From an optimization exercise on the open Yosys and OpenROAD flow, aimed at small area, a short achievable clock period and few clock cycles; shortcuts taken in it are not production practice. The RTL was checked by simulation tests, not by an equivalence proof against the original design.

Setup of run 1:
Design rv32imc_instruction_execute, start of the top module:
module rv32imc_instruction_execute (
  input  logic        clk_i,
  input  logic        rst_ni,
  input  logic        in_valid_i,
  output logic        in_ready_o,
  input  logic        cmd_i,
  input  logic [31:0] instruction_i,
  input  logic [31:0] read_data_i,
  input  logic        access_ok_i,
  output logic        out_valid_o,
  input  logic        out_ready_i,
  output logic [2:0]  status_o,
  output logic [31:0] access_address_o,
  output logic [2:0]  access_size_o,
  output logic [31:0] write_data_o,
  output logic [31:0] next_pc_o
);
For scale: about 12000 cells after synthesis, about 1500 flip-flops, ~170 I/O pins.
Settings: LEC_CHECK=0, ABC_AREA=1, CAP_MARGIN=20, CORE_MARGIN=2, CORE_UTILIZATION=40, PLACE_DENSITY=0.55, SLEW_MARGIN=20, TNS_END_PERCENT=100; clock period 13.0 ns.
standard.sh (not shown) runs the stock make flow with config.mk's settings and CLKGATE_MAP_FILE= SYNTH_SCRIPT=/design/flow/synth_recipe.tcl, a recipe that flattens the netlist after the stock synthesis.
==> flow/flow/run.sh <==
#!/bin/bash
set -euo pipefail
bash standard.sh SETUP_SLACK_MARGIN=8.5 finish > std_flow.log 2>&1
Testbench counts of run 1, summed over its fixed seeds: cycles 27,686.
Setup changes, run 1 to run 2
==> flow/flow/run.sh <==
#!/bin/bash
set -euo pipefail
bash standard.sh SETUP_SLACK_MARGIN=8.25 finish > std_flow.log 2>&1
Results
- Run 2 finished every step from synthesis to the final layout, and the layout passed the timing, design-rule and antenna checks.
- Run 1 ended up with sky130_fd_sc_hd__fa_1 as its cell with the largest stage delay on the worst path; run 2 ended up with sky130_fd_sc_hd__edfxtp_1.
- Run 2 vs. run 1: register-to-register slack has decreased.
- As far as number of placed cells counting well taps is concerned, run 2 and run 1 perform about the same.
- End-of-flow core utilization: run 2 vs run 1 down 0.90 points
- Run 2 vs. run 1: highest achievable clock rate lost 3.9%; post-layout minimum cycle time picked up an extra 0.19 ns.
The inputs of run 3 differ from those of run 2 as listed below.
Settings: swapping 0.55 for 0.6 in PLACE_DENSITY; putting SETUP_SLACK_MARGIN at 5 where nothing was set; swapping 40 for 45 in CORE_UTILIZATION.
==> flow/run.sh (new file) <==
#!/bin/bash
# synth_recipe.tcl (not shown) runs the flow's synth.tcl, then flattens the netlist and writes it again
# the make line also repeats each setting of config.mk as NAME=value (left out here)
make -C /OpenROAD-flow-scripts/flow DESIGN_CONFIG=/design/flow/config.mk WORK_HOME=/design/flow/orfs CLKGATE_MAP_FILE= SYNTH_SCRIPT=/design/flow/synth_recipe.tcl finish
removed: flow/flow/run.sh
removed: flow/standard.sh
==> run notes <==
Area share of buffers outside the clock network in run 3 vs run 2: down 1.6 points. When run 3 is set beside run 2, its via count turns out to be 578 smaller. Against run 2, run 3 reports a post-route cell area that is lower. Run 3: final critical delay including setup and external delays 1.52 ns above run 2. Pin count of the biggest net entering global routing: run 2 and run 3 compared, lower one is run 2. Side by side, final cell count turned out lower in run 3 than in run 2. Worst setup timing slack at the placement stage down 0.21 ns in run 3 wrt run 2. When the final numbers for run 2 and run 3 were put side by side, the met3 routing resource usage after global routing turned out to be smaller in run 2. When the final numbers for run 2 and run 3 were put side by side, the worst setup margin turned out to be smaller in run 3. Portion of the layout cell area used by clock cells, run 2 and run 3: smaller value in run 3. A start point of the critical path of u_dp.ms_q[2]$_DFFE_PN0P_ is what run 3 shows, while u_dp.p_hi[10]$_DFFE_PP_ belongs to run 2. The total of clock buffers placed in the layout in run 3 was lower than what run 2 gave.
## Diff of input files: run 4 against run 3
Settings: SETUP_SLACK_MARGIN: 5 -> unset.
==> flow/flow/run.sh (new file) <==
#!/bin/bash
set -euo pipefail
bash standard.sh SETUP_SLACK_MARGIN=8.5 finish > std_flow.log 2>&1
==> flow/standard.sh (new file) <==
#!/bin/bash
# synth_recipe.tcl (not shown) runs the flow's synth.tcl, then flattens the netlist and writes it again
# the make line also repeats each setting of config.mk as NAME=value (left out here)
make -C /OpenROAD-flow-scripts/flow DESIGN_CONFIG=/design/flow/config.mk WORK_HOME=/design/flow/orfs CLKGATE_MAP_FILE= SYNTH_SCRIPT=/design/flow/synth_recipe.tcl "${@:-finish}"
removed: flow/run.sh
Notes after the runs:
Run 4 — mean number of vias per cell about 1.5% higher, run 3 as reference
When run 4 is set beside run 3, its total non-filler cell area in the finished layout turns out to be 0.0069 sq mm larger.
Between run 3 and run 4, the total instance count after detailed placement figures differ only marginally.
In the flow results for run 4 and run 3, the first-pass GRT wire length is larger on run 4.
sky130_fd_sc_hd__o311ai_1 as the cell at the slowest stage of the critical path was reported by run 4, and sky130_fd_sc_hd__a21oi_1 by run 3.
Comparing the two runs side by side, run 4 comes out ahead of run 3 on clock period minus worst slack.
Run 3 → run 4: clock latency reported for the late side of the worst-skew pair has remained practically unchanged; area of the multi-input gates has increased.
Detailed-route wire length, run 4 and run 3, lower one = run 3.


## run a
Another version of the RTL of rv32imc_instruction_execute (not shown whole).
Size in the first run: ~1500 flip-flops.
clock: 13.0 ns
lec_check: 0
abc_area: 1
cap_margin: 20
core_margin: 2
core_utilization: 45
place_density: 0.6
slew_margin: 20
tns_end_percent: 100
==> flow/flow/run.sh <==
#!/bin/bash
set -euo pipefail
bash standard.sh SETUP_SLACK_MARGIN=8 finish > std_flow.log 2>&1
Testbench counts of run a, summed over its fixed seeds: cycles 27,994.
The inputs of run b differ from those of run a as listed below.
==> flow/flow/run.sh <==
#!/bin/bash
set -euo pipefail
bash standard.sh SETUP_SLACK_MARGIN=8.5 finish > std_flow.log 2>&1
## What came out
[compare] base=run a new=run b: worst setup slack increased by 510 ps relative to the old numbers, multi-input gate count closely matched the old numbers, required time at the endpoint of the critical path increased by 20 ps relative to the old numbers, worst-margin pin slew decreased by 80 ps relative to the old numbers. The final reports for run b and run a show insertion delay to the later sink of the worst-skew pair lower in the former. Taking run a as the reference, in run b average wire per standard cell went up; final wirelength went up. Run b can be clocked faster than run a.

[re-timing with driven ports]
How much do the figures lean on ideal ports? The routed layouts below were timed once more, with nothing changed but the port constraints. Step 1: set_driving_cell puts a clkbuf_16 on clk_i and a buf_2 on each other input, an assumption about the parent block. Step 2 times the ports against the registers' clock, not the clock port: input delays grow and output delays shrink by t, the midpoint of the rising clock arrivals with the driver on. a / b / c = no drivers / after step 1 / after step 2; a / b = the first two.
run | shift t [ns] | setup slack, ns | worst setup path after step 2 | worst slew at a driven data input, ns
run 1 | 0.932 | 8.242 / 8.242 / 7.678 | input to register | 0.07
run 2 | 0.957 | 8.049 / 8.049 / 7.537 | input to register | 0.08
run 3 | 0.950 | 6.529 / 6.529 / 6.240 | input to register | 0.07
run 4 | 0.960 | 8.146 / 8.146 / 7.676 | input to register | 0.08
run a | 0.993 | 7.714 / 7.714 / 7.131 | input to register | 0.06
run b | 0.966 | 8.219 / 8.219 / 7.652 | input to register | 0.06
After both steps setup and hold are still met in every run listed. For run a, which loses most, drivers alone change the setup slack by 0.000 ns; drivers and shift together by -0.583 ns.
